Context: an optimization exercise on an open-source flow, tuned for small area and a short achievable clock period. The choices shown serve that exercise and are no tape-out recipe.
Power figures rest on the tool's default switching activity, not on a simulated workload.

==> flow/design.v <==
package fpu_pkg;
	typedef logic [31:0] float_t;         
	typedef logic signed [31:0] word_t;   
	typedef logic [7:0] exp_t;            
	typedef logic [22:0] frac_t;          
	localparam exp_t EXP_BIAS = 8'd127;
	localparam exp_t EXP_SPECIAL = 8'd255;   
	localparam exp_t EXP_INT_MIN = 8'd150;   
	localparam exp_t EXP_FTOI_MAX = 8'd158;  
	typedef struct packed {
		logic [5:0] op1;  
		logic [4:0] fmt;  
		logic [5:0] op2;  
	} fpu_instr_t;
	localparam logic [5:0] OPC_COP1 = 6'b010001;
	localparam logic [4:0] FMT_S = 5'b10000;
	localparam logic [4:0] FMT_W_TO_S = 5'b00100;  
	localparam logic [4:0] FMT_S_TO_W = 5'b00000;  
	localparam logic [5:0] FN_ABS = 6'd5;
	localparam logic [5:0] FN_NEG = 6'd7;
	localparam logic [5:0] FN_FLOOR = 6'd15;
	localparam logic [5:0] FN_CVT = 6'd0;  
	typedef logic [2:0] op_code_t;
	localparam op_code_t OP_ABS = 3'd0;
	localparam op_code_t OP_NEG = 3'd1;
	localparam op_code_t OP_FLOOR = 3'd2;
	localparam op_code_t OP_FTOI = 3'd3;
	localparam op_code_t OP_ITOF = 3'd4;
	typedef struct packed {
		logic invalid;
		logic div0;     
		logic nan;
		logic ovf;
	} fpu_exc_t;
endpackage
`timescale 1ns/1ns
module fpu_decode (
	input logic [16:0] instr_w,
	output logic is_abs,
	output logic is_neg,
	output logic is_floor,
	output logic is_ftoi,
	output logic is_itof,
	output logic invalid
);
	logic cop1;
	logic fmt_s;
	logic cvt;
	assign cop1 = (instr_w[16:11] == 6'b010001);
	assign fmt_s = (instr_w[10:6] == 5'b10000);
	assign cvt = (instr_w[5:0] == 6'd0);
	assign is_abs = cop1 & fmt_s & (instr_w[5:0] == 6'd5);
	assign is_neg = cop1 & fmt_s & (instr_w[5:0] == 6'd7);
	assign is_floor = cop1 & fmt_s & (instr_w[5:0] == 6'd15);
	assign is_ftoi = cop1 & cvt & (instr_w[10:6] == 5'b00000);
	assign is_itof = cop1 & cvt & (instr_w[10:6] == 5'b00100);
	assign invalid = ~(is_abs | is_neg | is_floor | is_ftoi | is_itof);
endmodule
`timescale 1ns/1ns
module fp_floor (
	input logic [31:0] x,
	output logic [31:0] a,
	output logic cin,
	output logic tiny,           
	output logic neg_one         
);
	logic s;
	logic [7:0] e;
	logic [22:0] f;
	logic is_nan;
	logic [22:0] clr;            
	assign s = x[31];
	assign e = x[30:23];
	assign f = x[22:0];
	assign is_nan = (e == 8'hff) && (f != '0);
	assign tiny = (e < 8'd127);
	assign neg_one = s & (x[30:0] != '0);
	always_comb begin
		for (int i = 0; i < 23; i++) begin
			clr[i] = (e < 8'(150 - i));  
		end
	end
	assign cin = s & (|(f & clr));
	always_comb begin
		a = {s, e, f | {is_nan, 22'd0}};
		for (int i = 0; i < 23; i++) begin
			if (clr[i]) begin
				a[i] = cin;
			end
		end
	end
endmodule
`timescale 1ns/1ns
module fp_to_int (
	input logic [31:0] x,
	output logic [31:0] d,       
	output logic [4:0] r,        
	output logic in_range,       
	output logic min_int,        
	output logic ovf,
	output logic nan
);
	logic s;
	logic [7:0] e;
	logic [22:0] f;
	assign s = x[31];
	assign e = x[30:23];
	assign f = x[22:0];
	assign d = {1'b1, f, 8'd0};
	assign r = 5'(5'd29 - e[4:0]);   
	assign in_range = (e >= 8'd126) && (e <= 8'd157);
	assign nan = (e == 8'hff) && (f != '0);
	assign min_int = s && (e == 8'd158) && (f == '0);
	assign ovf = ((e > 8'd158) && !nan) || ((e == 8'd158) && !(s && (f == '0)));
endmodule
`timescale 1ns/1ns
module int_to_fp (
	input logic [31:0] x,
	input logic [31:0] n,        
	output logic [31:0] d,       
	output logic [4:0] lz,
	output logic [31:0] a,
	output logic cin
);
	logic s;
	logic [31:0] u;
	logic z;
	logic [4:0] lead;
	logic [7:0] e;
	assign s = x[31];
	assign u = x ^ {32{s}};
	always_comb begin
		for (int i = 0; i < 32; i++) begin
			d[i] = u[31 - i];
		end
	end
	logic [15:0] z1;
	logic [15:0] c1;
	logic [7:0] z2;
	logic [1:0] c2 [8];
	logic [3:0] z3;
	logic [2:0] c3 [4];
	logic [1:0] z4;
	logic [3:0] c4 [2];
	always_comb begin
		for (int j = 0; j < 16; j++) begin
			z1[j] = ~(u[2*j+1] | u[2*j]);
			c1[j] = ~u[2*j+1];
		end
		for (int j = 0; j < 8; j++) begin
			z2[j] = z1[2*j+1] & z1[2*j];
			c2[j] = z1[2*j+1] ? {1'b1, c1[2*j]} : {1'b0, c1[2*j+1]};
		end
		for (int j = 0; j < 4; j++) begin
			z3[j] = z2[2*j+1] & z2[2*j];
			c3[j] = z2[2*j+1] ? {1'b1, c2[2*j]} : {1'b0, c2[2*j+1]};
		end
		for (int j = 0; j < 2; j++) begin
			z4[j] = z3[2*j+1] & z3[2*j];
			c4[j] = z3[2*j+1] ? {1'b1, c3[2*j]} : {1'b0, c3[2*j+1]};
		end
	end
	assign z = z4[1] & z4[0];
	assign lz = z4[1] ? {1'b1, c4[0]} : {1'b0, c4[1]};
	assign lead = ~lz;
	assign e = z ? {1'b0, {6{s}}, 1'b0} : (8'd127 + {3'd0, lead});
	assign cin = s ? (n[7] | (n[8] & (&n[6:0])))
		: (n[7] & (n[8] | (|n[6:0])));
	assign a = {s, e, n[30:8]};
endmodule
`timescale 1ns/1ns
module fpu_result (
	input logic clk,
	input logic rst_n,
	input logic is_abs,
	input logic is_neg,
	input logic is_floor,
	input logic is_ftoi,
	input logic is_itof,
	input logic invalid,
	input logic [31:0] x1,
	input logic [31:0] x2,
	input logic [31:0] fl_a,
	input logic fl_cin,
	input logic fl_tiny,
	input logic fl_neg_one,
	input logic [31:0] ft_d,
	input logic [4:0] ft_r,
	input logic ft_in_range,
	input logic ft_min_int,
	input logic ft_ovf,
	input logic ft_nan,
	input logic [31:0] it_d,
	input logic [4:0] it_lz,
	output logic [31:0] it_n,
	input logic [31:0] it_a,
	input logic it_cin,
	output logic [31:0] y,
	output logic [3:0] exc
);
	logic sel_sgn;
	logic sel_fl;
	logic sel_ft;
	logic sel_it;
	logic fl_small;
	logic sh_s;
	logic [31:0] sh_d;
	logic [4:0] sh_r;
	logic [31:0] sh_o;
	logic [31:0] a;
	logic cin;
	logic [3:0] exc_d;
	assign sh_s = is_itof ? x2[31] : x1[31];
	assign sh_d = is_itof ? it_d : (ft_d ^ {32{x1[31]}});
	assign sh_r = is_itof ? it_lz : ft_r;
	logic [3:0] hi;              
	logic [3:0] mid;             
	logic [31:0] sh_a;
	logic [31:0] sh_b;
	assign hi = 4'b0001 << sh_r[4:3];
	assign mid = 4'b0001 << sh_r[2:1];
	assign sh_a = ({32{hi[0]}} & sh_d)
		| ({32{hi[1]}} & {{8{sh_s}}, sh_d[31:8]})
		| ({32{hi[2]}} & {{16{sh_s}}, sh_d[31:16]})
		| ({32{hi[3]}} & {{24{sh_s}}, sh_d[31:24]});
	assign sh_b = ({32{mid[0]}} & sh_a)
		| ({32{mid[1]}} & {{2{sh_s}}, sh_a[31:2]})
		| ({32{mid[2]}} & {{4{sh_s}}, sh_a[31:4]})
		| ({32{mid[3]}} & {{6{sh_s}}, sh_a[31:6]});
	assign sh_o = sh_r[0] ? {sh_s, sh_b[31:1]} : sh_b;
	always_comb begin
		for (int i = 0; i < 32; i++) begin
			it_n[i] = sh_o[31 - i];
		end
	end
	assign sel_sgn = rst_n & (is_abs | is_neg);
	assign sel_fl = rst_n & is_floor & ~fl_tiny;
	assign sel_ft = rst_n & is_ftoi & ft_in_range;
	assign sel_it = rst_n & is_itof;
	assign fl_small = rst_n & is_floor & fl_tiny;
	assign a = ({32{sel_sgn}} & {is_neg & ~x1[31], x1[30:0]})
		| ({32{sel_fl}} & fl_a)
		| ({32{sel_ft}} & {x1[31], sh_o[31:1]})
		| ({32{sel_it}} & it_a)
		| {(fl_small & x1[31]) | (rst_n & is_ftoi & ft_min_int), 1'b0, {7{fl_small & fl_neg_one}}, 23'd0};
	assign cin = (sel_fl & fl_cin) | (sel_ft & sh_o[0]) | (sel_it & it_cin);
	assign exc_d = {rst_n & invalid, 1'b0, rst_n & is_ftoi & ft_nan, rst_n & is_ftoi & ft_ovf};
	logic [31:0] a_q;
	logic cin_q;
	always_ff @(posedge clk) begin
		a_q <= a;
		cin_q <= cin;
		exc <= exc_d;
	end
	logic [7:0] grp;             
	logic [7:0] gpre;            
	logic [31:0] pre;            
	always_comb begin
		for (int j = 0; j < 8; j++) begin
			grp[j] = &a_q[4*j +: 4];
		end
		gpre[0] = 1'b1;
		for (int j = 1; j < 8; j++) begin
			gpre[j] = gpre[j-1] & grp[j-1];
		end
		for (int j = 0; j < 8; j++) begin
			pre[4*j] = gpre[j];
			pre[4*j+1] = gpre[j] & a_q[4*j];
			pre[4*j+2] = gpre[j] & a_q[4*j] & a_q[4*j+1];
			pre[4*j+3] = gpre[j] & a_q[4*j] & a_q[4*j+1] & a_q[4*j+2];
		end
	end
	assign y = a_q ^ ({32{cin_q}} & pre);
endmodule
`timescale 1ns/1ns
module fpu_unit (
	input logic clk,
	input logic rst_n,
	input logic [16:0] instr,
	input logic [31:0] x1,    
	input logic signed [31:0] x2,     
	output logic [31:0] y,
	output logic [3:0] exc
);
	logic is_abs, is_neg, is_floor, is_ftoi, is_itof, invalid;
	logic [31:0] fl_a;
	logic fl_cin;
	logic fl_tiny;
	logic fl_neg_one;
	logic [31:0] ft_d;
	logic [4:0] ft_r;
	logic ft_in_range;
	logic ft_min_int;
	logic ft_ovf;
	logic ft_nan;
	logic [31:0] it_d;
	logic [4:0] it_lz;
	logic [31:0] it_n;
	logic [31:0] it_a;
	logic it_cin;
	fpu_decode fpu_decode_i (
		.instr_w  (instr),
		.is_abs   (is_abs),
		.is_neg   (is_neg),
		.is_floor (is_floor),
		.is_ftoi  (is_ftoi),
		.is_itof  (is_itof),
		.invalid  (invalid)
	);
	fp_floor fp_floor_i (
		.x       (x1),
		.a       (fl_a),
		.cin     (fl_cin),
		.tiny    (fl_tiny),
		.neg_one (fl_neg_one)
	);
	fp_to_int fp_to_int_i (
		.x        (x1),
		.d        (ft_d),
		.r        (ft_r),
		.in_range (ft_in_range),
		.min_int  (ft_min_int),
		.ovf      (ft_ovf),
		.nan      (ft_nan)
	);
	int_to_fp int_to_fp_i (
		.x   (x2),
		.n   (it_n),
		.d   (it_d),
		.lz  (it_lz),
		.a   (it_a),
		.cin (it_cin)
	);
	fpu_result fpu_result_i (
		.clk         (clk),
		.rst_n       (rst_n),
		.is_abs      (is_abs),
		.is_neg      (is_neg),
		.is_floor    (is_floor),
		.is_ftoi     (is_ftoi),
		.is_itof     (is_itof),
		.invalid     (invalid),
		.x1          (x1),
		.x2          (x2),
		.fl_a        (fl_a),
		.fl_cin      (fl_cin),
		.fl_tiny     (fl_tiny),
		.fl_neg_one  (fl_neg_one),
		.ft_d        (ft_d),
		.ft_r        (ft_r),
		.ft_in_range (ft_in_range),
		.ft_min_int  (ft_min_int),
		.ft_ovf      (ft_ovf),
		.ft_nan      (ft_nan),
		.it_d        (it_d),
		.it_lz       (it_lz),
		.it_n        (it_n),
		.it_a        (it_a),
		.it_cin      (it_cin),
		.y           (y),
		.exc         (exc)
	);
endmodule
export LEC_CHECK = 0
export ABC_AREA = 1
export CAP_MARGIN = 20
export CORE_MARGIN = 2
export CORE_UTILIZATION = 35
export CTS_BUF_LIST = sky130_fd_sc_hd__clkbuf_8
export SETUP_SLACK_MARGIN = 3.6
export SLEW_MARGIN = 20
create_clock -name core_clock -period 8.0 [get_ports {clk}]
standard.sh (not shown) runs the stock make flow with config.mk's settings and CLKGATE_MAP_FILE= SYNTH_SCRIPT=/design/flow/synth_recipe.tcl, a recipe that flattens the netlist after the stock synthesis.
==> flow/flow/run.sh <==
#!/bin/bash
# standard layout, with plain buffers on the ports instead of delay buffers
set -euo pipefail
export BUFFER_PORTS_ARGS="-buffer_cell sky130_fd_sc_hd__buf_1"
bash standard.sh finish > standard.log 2>&1
Then changed:
--- a/flow/design.v
+++ b/flow/design.v
@@ -92,11 +92,12 @@
 endmodule
 `timescale 1ns/1ns
 module fp_to_int (
 	input logic [31:0] x,
-	output logic [31:0] d,       
+	output logic [33:0] d,       
 	output logic [4:0] r,        
 	output logic in_range,       
+	output logic small,          
 	output logic min_int,        
 	output logic ovf,
 	output logic nan
 );
@@ -105,11 +106,12 @@
 	logic [22:0] f;
 	assign s = x[31];
 	assign e = x[30:23];
 	assign f = x[22:0];
-	assign d = {1'b1, f, 8'd0};
-	assign r = 5'(5'd29 - e[4:0]);   
-	assign in_range = (e >= 8'd126) && (e <= 8'd157);
+	assign d = {1'b1, f, 10'd0};
+	assign r = ~e[4:0];
+	assign in_range = (e >= 8'd128) && (e <= 8'd157);
+	assign small = (e[7:1] == 7'b0111111);
 	assign nan = (e == 8'hff) && (f != '0);
 	assign min_int = s && (e == 8'd158) && (f == '0);
 	assign ovf = ((e > 8'd158) && !nan) || ((e == 8'd158) && !(s && (f == '0)));
 endmodule
@@ -183,11 +185,12 @@
 	input logic [31:0] fl_a,
 	input logic fl_cin,
 	input logic fl_tiny,
 	input logic fl_neg_one,
-	input logic [31:0] ft_d,
+	input logic [33:0] ft_d,
 	input logic [4:0] ft_r,
 	input logic ft_in_range,
+	input logic ft_small,
 	input logic ft_min_int,
 	input logic ft_ovf,
 	input logic ft_nan,
 	input logic [31:0] it_d,
@@ -200,51 +203,51 @@
 );
 	logic sel_sgn;
 	logic sel_fl;
 	logic sel_ft;
+	logic ft_lo;
 	logic sel_it;
 	logic fl_small;
 	logic sh_s;
-	logic [31:0] sh_d;
+	logic [33:0] sh_d;
 	logic [4:0] sh_r;
 	logic [31:0] sh_o;
 	logic [31:0] a;
 	logic cin;
 	logic [3:0] exc_d;
 	assign sh_s = is_itof ? x2[31] : x1[31];
-	assign sh_d = is_itof ? it_d : (ft_d ^ {32{x1[31]}});
+	assign sh_d = is_itof ? {{2{x2[31]}}, it_d} : (ft_d ^ {34{x1[31]}});
 	assign sh_r = is_itof ? it_lz : ft_r;
-	logic [3:0] hi;              
-	logic [3:0] mid;             
-	logic [31:0] sh_a;
-	logic [31:0] sh_b;
-	assign hi = 4'b0001 << sh_r[4:3];
-	assign mid = 4'b0001 << sh_r[2:1];
-	assign sh_a = ({32{hi[0]}} & sh_d)
-		| ({32{hi[1]}} & {{8{sh_s}}, sh_d[31:8]})
-		| ({32{hi[2]}} & {{16{sh_s}}, sh_d[31:16]})
-		| ({32{hi[3]}} & {{24{sh_s}}, sh_d[31:24]});
-	assign sh_b = ({32{mid[0]}} & sh_a)
-		| ({32{mid[1]}} & {{2{sh_s}}, sh_a[31:2]})
-		| ({32{mid[2]}} & {{4{sh_s}}, sh_a[31:4]})
-		| ({32{mid[3]}} & {{6{sh_s}}, sh_a[31:6]});
-	assign sh_o = sh_r[0] ? {sh_s, sh_b[31:1]} : sh_b;
+	logic [33:0] sh_1;
+	logic [33:0] sh_2;
+	logic [33:0] sh_3;
+	logic [33:0] sh_4;
+	logic [33:0] sh_5;
+	assign sh_1 = sh_r[4] ? {{16{sh_s}}, sh_d[33:16]} : sh_d;
+	assign sh_2 = sh_r[3] ? {{8{sh_s}}, sh_1[33:8]} : sh_1;
+	assign sh_3 = sh_r[2] ? {{4{sh_s}}, sh_2[33:4]} : sh_2;
+	assign sh_4 = sh_r[1] ? {{2{sh_s}}, sh_3[33:2]} : sh_3;
+	assign sh_5 = sh_r[0] ? {sh_s, sh_4[33:1]} : sh_4;
+	assign sh_o = sh_5[31:0];
 	always_comb begin
 		for (int i = 0; i < 32; i++) begin
 			it_n[i] = sh_o[31 - i];
 		end
 	end
 	assign sel_sgn = rst_n & (is_abs | is_neg);
 	assign sel_fl = rst_n & is_floor & ~fl_tiny;
 	assign sel_ft = rst_n & is_ftoi & ft_in_range;
+	assign ft_lo = rst_n & is_ftoi & ft_small;
 	assign sel_it = rst_n & is_itof;
 	assign fl_small = rst_n & is_floor & fl_tiny;
 	assign a = ({32{sel_sgn}} & {is_neg & ~x1[31], x1[30:0]})
 		| ({32{sel_fl}} & fl_a)
 		| ({32{sel_ft}} & {x1[31], sh_o[31:1]})
+		| ({32{ft_lo}} & ({32{x1[31]}} ^ {31'd0, x1[23]}))
 		| ({32{sel_it}} & it_a)
 		| {(fl_small & x1[31]) | (rst_n & is_ftoi & ft_min_int), 1'b0, {7{fl_small & fl_neg_one}}, 23'd0};
-	assign cin = (sel_fl & fl_cin) | (sel_ft & sh_o[0]) | (sel_it & it_cin);
+	assign cin = (sel_fl & fl_cin) | (sel_ft & sh_o[0]) | (sel_it & it_cin)
+		| (ft_lo & (x1[31] ^ (~x1[23] | x1[22])));
 	assign exc_d = {rst_n & invalid, 1'b0, rst_n & is_ftoi & ft_nan, rst_n & is_ftoi & ft_ovf};
 	logic [31:0] a_q;
 	logic cin_q;
 	always_ff @(posedge clk) begin
@@ -286,11 +289,12 @@
 	logic [31:0] fl_a;
 	logic fl_cin;
 	logic fl_tiny;
 	logic fl_neg_one;
-	logic [31:0] ft_d;
+	logic [33:0] ft_d;
 	logic [4:0] ft_r;
 	logic ft_in_range;
+	logic ft_small;
 	logic ft_min_int;
 	logic ft_ovf;
 	logic ft_nan;
 	logic [31:0] it_d;
@@ -318,8 +322,9 @@
 		.x        (x1),
 		.d        (ft_d),
 		.r        (ft_r),
 		.in_range (ft_in_range),
+		.small    (ft_small),
 		.min_int  (ft_min_int),
 		.ovf      (ft_ovf),
 		.nan      (ft_nan)
 	);
@@ -348,8 +353,9 @@
 		.fl_neg_one  (fl_neg_one),
 		.ft_d        (ft_d),
 		.ft_r        (ft_r),
 		.ft_in_range (ft_in_range),
+		.ft_small    (ft_small),
 		.ft_min_int  (ft_min_int),
 		.ft_ovf      (ft_ovf),
 		.ft_nan      (ft_nan),
 		.it_d        (it_d),
Count of clock-buffer cells in the layout grows by 1. Combinational power came out lower by 18%. Die area is higher by 0.91%. Worst hold slack gets worse by 0.019 ns. Power decreases by 11%. Via count decreases by 2.2%. Wire length rises by 0.66%. Cell area hardly moves. Cell count goes down by 2.4%. Non-clock buffer count is lower by 8. Clock power barely changes. Worst setup slack stays flat. Area after synthesis goes up by 0.94%.
No run of this note included a check of the RTL's function; only the layout flow was run.

==> afterwards: timing with drivers on the ports <==
The flow's constraints put no driver on any port. The routed layouts listed below were extracted and timed again, unchanged, in two steps.
Step 1 sets driving cells, clkbuf_16 on the clock port and buf_2 on the other inputs (assumed; they add their load-dependent delay and slew).
Step 2 adds t to the input delays and takes it off the output delays; t is the mean of the earliest and latest rising clock arrival at the registers after step 1. Input paths then give back, and output paths get back, about the clock's delay inside the block.
a / b / c = no drivers / after step 1 / after step 2; a / b = the first two.
run | shift t [ns] | setup slack, ns | worst data-port slew with drivers (ns)
the first run | 0.337 | 3.754 / 3.697 / 3.360 | 0.10
the second run | 0.326 | 3.756 / 3.749 / 3.445 | 0.06
After both steps every run listed still meets setup and hold. For the first run, which loses most, drivers alone change the setup slack by -0.057 ns; drivers and shift together by -0.394 ns.
